What follows belongs to an exercise in optimizing a design on an open flow for small area, a short achievable clock period and few clock cycles; a production flow would make more cautious choices. Function was checked by simulation only, so behaviour that the tests miss may differ from the original. No activity file was given, so power comes from the tool's default toggle rates.

Setup of wip/indigo:
==> flow/design.v (excerpt) <==
module hexahedron_to_tetrahedra_split #(
    parameter int unsigned INDEX_WIDTH = 32
) (
    input  logic                          i_clk,
    input  logic                          i_rst_n,
    input  logic                          i_valid,
    output logic                          o_stall,
    input  logic [INDEX_WIDTH-1:0]        i_vertex_0,
    input  logic [INDEX_WIDTH-1:0]        i_vertex_1,
    input  logic [INDEX_WIDTH-1:0]        i_vertex_2,
    input  logic [INDEX_WIDTH-1:0]        i_vertex_3,
    input  logic [INDEX_WIDTH-1:0]        i_vertex_4,
    input  logic [INDEX_WIDTH-1:0]        i_vertex_5,
    input  logic [INDEX_WIDTH-1:0]        i_vertex_6,
    input  logic [INDEX_WIDTH-1:0]        i_vertex_7,
    output logic                          o_valid,
    input  logic                          i_stall,
    output logic [hts_pkg::TET_WIDTH-1:0] o_tet_a,
    output logic [hts_pkg::TET_WIDTH-1:0] o_tet_b,
    output logic [hts_pkg::TET_WIDTH-1:0] o_tet_c,
    output logic [hts_pkg::TET_WIDTH-1:0] o_tet_d,
    output logic                          o_last_of_run
);
  ...
For scale: roughly 2,600 cells after synthesis, ~350 flip-flops.
Settings: LEC_CHECK=0, CAP_MARGIN=20, CORE_MARGIN=2, CORE_UTILIZATION=40, SETUP_SLACK_MARGIN=3.0, SLEW_MARGIN=20, TNS_END_PERCENT=5, BUFFER_PORTS_ARGS=-buffer_cell sky130_fd_sc_hd__buf_1; clock period 6.5 ns.
standard.sh (not shown) runs the stock make flow with config.mk's settings and CLKGATE_MAP_FILE= SYNTH_SCRIPT=/design/flow/synth_recipe.tcl, a recipe that flattens the netlist after the stock synthesis.
==> flow/flow/run.sh <==
#!/bin/bash
# Standard layout, with the port buffers made of plain buf_1 cells instead of
# the default delay buffers. Every tool's output goes to a log in this folder.
set -euo pipefail
echo 'export BUFFER_PORTS_ARGS = -buffer_cell sky130_fd_sc_hd__buf_1' >> config.mk
bash standard.sh > standard_flow.log 2>&1
Testbench counts of wip/indigo, summed over its fixed seeds: cycles 18,491.
The inputs of wip/delta differ from those of wip/indigo as listed below.
Settings: TNS_END_PERCENT no longer set, was 5; SETUP_SLACK_MARGIN no longer set, was 3.0; BUFFER_PORTS_ARGS no longer set, was -buffer_cell sky130_fd_sc_hd__buf_1.
==> flow/run.sh (new file) <==
#!/bin/bash
# synth_recipe.tcl (not shown) runs the flow's synth.tcl, then flattens the netlist and writes it again
# the make line also repeats each setting of config.mk as NAME=value (left out here)
make -C /OpenROAD-flow-scripts/flow DESIGN_CONFIG=/design/flow/config.mk WORK_HOME=/design/flow/orfs CLKGATE_MAP_FILE= SYNTH_SCRIPT=/design/flow/synth_recipe.tcl finish
removed: flow/flow/run.sh
removed: flow/standard.sh
### Flow results
Taking wip/indigo as the reference, in wip/delta overall routed net length saw an increase; portion of total power attributed to the clock network up 1.8 points; sequential power has remained practically unchanged; final critical-path share of the clock period rose by 18 points. The final reports for wip/delta and wip/indigo show sum of net half-perimeters after detailed placement higher in the former. Re register area share after synthesis: no difference whatsoever between wip/indigo and wip/delta. Against wip/indigo, wip/delta comes in 1.2 points higher on global-route met2 utilization. Fmax in wip/delta vs wip/indigo: down 0.068 GHz.
> inputs changed (wip/delta -> wip/nickel)
Settings: setting SETUP_SLACK_MARGIN to 3.0 for the first time; setting BUFFER_PORTS_ARGS to -buffer_cell sky130_fd_sc_hd__buf_1 for the first time.
==> flow/flow/run.sh (new file) <==
#!/bin/bash
# Standard layout, with the port buffers made of plain buf_1 cells instead of
# the default delay buffers. Every tool's output goes to a log in this folder.
set -euo pipefail
echo 'export BUFFER_PORTS_ARGS = -buffer_cell sky130_fd_sc_hd__buf_1' >> config.mk
bash standard.sh > standard_flow.log 2>&1
==> flow/standard.sh (new file) <==
#!/bin/bash
# synth_recipe.tcl (not shown) runs the flow's synth.tcl, then flattens the netlist and writes it again
# the make line also repeats each setting of config.mk as NAME=value (left out here)
make -C /OpenROAD-flow-scripts/flow DESIGN_CONFIG=/design/flow/config.mk WORK_HOME=/design/flow/orfs CLKGATE_MAP_FILE= SYNTH_SCRIPT=/design/flow/synth_recipe.tcl "${@:-finish}"
removed: flow/run.sh
Notes after the runs:
Worst setup slack improves in wip/nickel relative to wip/delta.
After synthesis and placement, the instance count of wip/nickel is above that of wip/delta.
Between wip/nickel and wip/delta, post-CTS setup buffer count is higher for wip/nickel, wip/delta comes in under that.
Lower portion of total power attributed to the clock network was reported by wip/nickel, not wip/delta.
wip/nickel: total buffers and inverters traversed by the critical path is 1 higher than what wip/delta reported.
What wip/lagoon does differently from wip/nickel at the input level:
Settings: SETUP_SLACK_MARGIN: 3.0 -> unset.
On portion of the layout cell area used by non-clock buffers: wip/lagoon sits below wip/nickel. wip/lagoon: signed area change from the synthesized netlist to the final layout lower than wip/nickel. Any difference in count of filler cells inserted in the layout between wip/nickel and wip/lagoon is small enough to ignore. Min worst setup slack across wip/lagoon and wip/nickel: wip/lagoon. Any difference in insertion delay to the later sink of the worst-skew pair between wip/lagoon and wip/nickel is small enough to ignore. Comparing wip/nickel against wip/lagoon, there is no change at all in maximum clock insertion buffer count. Comparing wip/lagoon and wip/nickel, worst stage delay on the critical path is lower on wip/nickel. Switching share of total power in wip/lagoon vs wip/nickel: down 0.60 points. Relative to wip/nickel, design area decreased by about 2.5% in wip/lagoon.

hexahedron_to_tetrahedra_split, a different RTL version from the one above (not shown whole).
Size in the first run: about 2300 cells after synthesis, ~390 I/O pins, roughly 23000 sq um of cells after synthesis.
Settings: LEC_CHECK=0, CAP_MARGIN=20, CORE_MARGIN=2, CORE_UTILIZATION=50, CTS_CLUSTER_SIZE=30, SETUP_SLACK_MARGIN=3.1, SLEW_MARGIN=20, BUFFER_PORTS_ARGS=-buffer_cell sky130_fd_sc_hd__buf_1; clock period 6.5 ns.
==> flow/flow/run.sh <==
#!/bin/bash
# Standard layout, with the port buffers made of plain buf_1 cells instead of
# the default delay buffers. Every tool's output goes to a log in this folder.
set -euo pipefail
echo 'export BUFFER_PORTS_ARGS = -buffer_cell sky130_fd_sc_hd__buf_1' >> config.mk
bash standard.sh > standard_flow.log 2>&1
The starting point finished clean.
Testbench counts at the start, summed over its fixed seeds: cycles 18,491.
Then changed:
Settings changed: CTS_CLUSTER_SIZE 30 to not set, PLACE_DENSITY set to 0.75.
The changed run completed with no timing, DRC or antenna violations.
Design area fell by 1.2%.
Via count goes down by 1.7%.
Final cell count went down by 1.2%.

## beta
hexahedron_to_tetrahedra_split, a different RTL version from the one above (not shown whole).
Size: ~2500 cells after synthesis, ~360 flip-flops, ~390 I/O pins.
Settings: LEC_CHECK=0, CAP_MARGIN=20, CORE_MARGIN=2, CORE_UTILIZATION=40, CTS_CLUSTER_SIZE=30, SETUP_SLACK_MARGIN=3.0, SLEW_MARGIN=20, BUFFER_PORTS_ARGS=-buffer_cell sky130_fd_sc_hd__buf_1; clock period 6.5 ns.
Scripts as last shown in full above: flow/flow/run.sh
Testbench counts of beta, summed over its fixed seeds: cycles 18,491.
Modified inputs, gamma compared to beta
# beta
export LEC_CHECK = 0
export CAP_MARGIN = 20
export CORE_MARGIN = 2
export CORE_UTILIZATION = 40
export CTS_CLUSTER_SIZE = 30
export SETUP_SLACK_MARGIN = 3.0
export SLEW_MARGIN = 20
export BUFFER_PORTS_ARGS = -buffer_cell sky130_fd_sc_hd__buf_1
create_clock -name core_clock -period 6.5 [get_ports {i_clk}]
# gamma
export LEC_CHECK = 0
export CAP_MARGIN = 20
export CORE_MARGIN = 2
export CORE_UTILIZATION = 50
export CTS_CLUSTER_SIZE = 30
export SETUP_SLACK_MARGIN = 3.0
export SLEW_MARGIN = 20
export BUFFER_PORTS_ARGS = -buffer_cell sky130_fd_sc_hd__buf_1
create_clock -name core_clock -period 6.5 [get_ports {i_clk}]
[summary]
Sort gamma and beta by diode insertion count for antenna repair, descending, and gamma comes first.
Taking beta as the reference, in gamma setup slack higher; clock-buffer cell count higher; share of synthesized area spent on multiplexers roughly the same; initial detailed-routing violation count higher; global-route usage higher.
When gamma is set beside beta, its count of instances resized after the clock tree is built turns out to be 5 smaller.
Layout cell share with drive strength beyond 1 in gamma is 3.6 points below beta.
On sequential power, beta tracks gamma almost exactly.
Power share of the clock group in gamma is 2.2 points below beta.

run A:
Another version of the RTL of hexahedron_to_tetrahedra_split (not shown whole).
Size: roughly 2300 cells after synthesis, ~360 flip-flops, ~390 I/O pins, about 23000 um^2 of cells after synthesis.
==> flow/config.mk <==
export PLATFORM = sky130hd
export DESIGN_NAME = hexahedron_to_tetrahedra_split
export DESIGN_NICKNAME = hexahedron_to_tetrahedra_split
export VERILOG_FILES = /design/flow/design.v
export SDC_FILE = /design/flow/constraint.sdc
export NUM_CORES = 4
export LEC_CHECK = 0
export CAP_MARGIN = 20
export CORE_MARGIN = 2
export CORE_UTILIZATION = 50
export PLACE_DENSITY = 0.75
export SETUP_SLACK_MARGIN = 3.1
export SLEW_MARGIN = 20
export BUFFER_PORTS_ARGS = -buffer_cell sky130_fd_sc_hd__buf_1
==> flow/constraint.sdc <==
create_clock -name core_clock -period 6.5 [get_ports {i_clk}]
set_input_delay 1.3000 -clock core_clock [delete_from_list [all_inputs] [get_ports {i_clk}]]
set_output_delay 1.3000 -clock core_clock [all_outputs]
set_load 0.01 [all_outputs]
Scripts as last shown in full above: flow/flow/run.sh
Testbench counts of run A, summed over its fixed seeds: cycles 18,491.
Setup changes, run A to run B
- SETUP_SLACK_MARGIN now 3.0, was 3.1
- PLACE_DENSITY no longer set, was 0.75
- CORE_UTILIZATION now 55, was 50
- CTS_CLUSTER_SIZE now 30, previously not set
### Flow results
- Of the two values seen for class of the most critical setup path, flop to flop was produced by run B and input port to flop by run A.
- Part of the power in combinational logic: run B vs run A down 0.9 points
- Diff run A -> run B: minimum clock period after layout increased by 0.14 ns relative to the old numbers; average detailed-routed wire length per instance increased by 4.5% relative to the old numbers; final area increased by about 1% relative to the old numbers; layout clock buffer count decreased by about 9% relative to the old numbers; peak per-stage delay on the critical path increased by 0.18 ns relative to the old numbers.
- Compared with run A, in run B synthesis-to-finish area growth shows an increase of 1.2 points; total routed wire length on the met1 layer moved up; number of antenna violations at the first check in global routing +1.
What run C does differently from run B at the input level:
- swapping 3.0 for 3.1 in SETUP_SLACK_MARGIN
- swapping 55 for 50 in CORE_UTILIZATION
==> comparison <==
Start-to-end type of the worst setup path: flop to flop -> run B, flop to output pin -> run C
When run C is measured against run B, its final period utilization turns out 1.6 points lower.
Core utilization, run B and run C, lower one = run C.
Changes observed in run C relative to run B: netlist area before placement about even, post-place instance area went up by 170 um^2, wire length shows an increase of 0.62%, setup fix buffers added after clock tree synthesis moved up.
## Diff of input files: run D against run C
- removing CTS_CLUSTER_SIZE (formerly 30)
- setting PLACE_DENSITY to 0.85 for the first time
Compared with run C, run D shows a core utilization that is 0.39 points lower. Clock latency reported for the late side of the worst-skew pair down 0.02 ns in run D wrt run C. Run D vs. run C: post-placement cell area shows no meaningful change; worst max-slew margin expressed relative to the limit +6.1 points.

port drivers added, routing unchanged:
The flow's constraints put no driver on any port. The routed layouts listed below were extracted and timed again, unchanged, in two steps.
Step 1, drivers: a clkbuf_16 drives i_clk and a buf_2 each remaining input, both assumed.
Step 2 times the ports against the registers' clock, not the clock port: input delays grow and output delays shrink by t, the midpoint of the rising clock arrivals with the driver on.
Three values: ideal ports, drivers, drivers and shift; two values: the first two.
| run | t (ns) | slack for setup (ns) | worst data-port slew with drivers (ns) | cell pins on the clock port's net |
|---|---|---|---|---|
| wip/indigo | 0.662 | 2.872 / 2.804 / 2.428 | 0.12 | 1 |
| wip/delta | 0.657 | 1.680 / 1.615 / 1.857 | 0.15 | 1 |
| wip/nickel | 0.663 | 2.909 / 2.843 / 2.424 | 0.12 | 1 |
| wip/lagoon | 0.661 | 2.110 / 2.045 / 2.280 | 0.13 | 1 |
| the first run of note 2 | 0.661 | 2.945 / 2.918 / 2.405 | 0.14 | 1 |
| the second run of note 2 | 0.639 | 2.986 / 2.930 / 2.519 | 0.14 | 1 |
| beta | 0.649 | 2.865 / 2.795 / 2.299 | 0.13 | 1 |
| gamma | 0.645 | 2.940 / 2.880 / 2.388 | 0.18 | 1 |
| run A | 0.635 | 3.027 / 2.978 / 2.418 | 0.13 | 1 |
| run B | 0.651 | 2.887 / 2.869 / 2.368 | 0.21 | 1 |
| run C | 0.651 | 2.989 / 2.930 / 2.440 | 0.14 | 1 |
| run D | 0.644 | 3.026 / 2.964 / 2.417 | 0.29 | 1 |
After both steps every run listed still meets setup and hold.
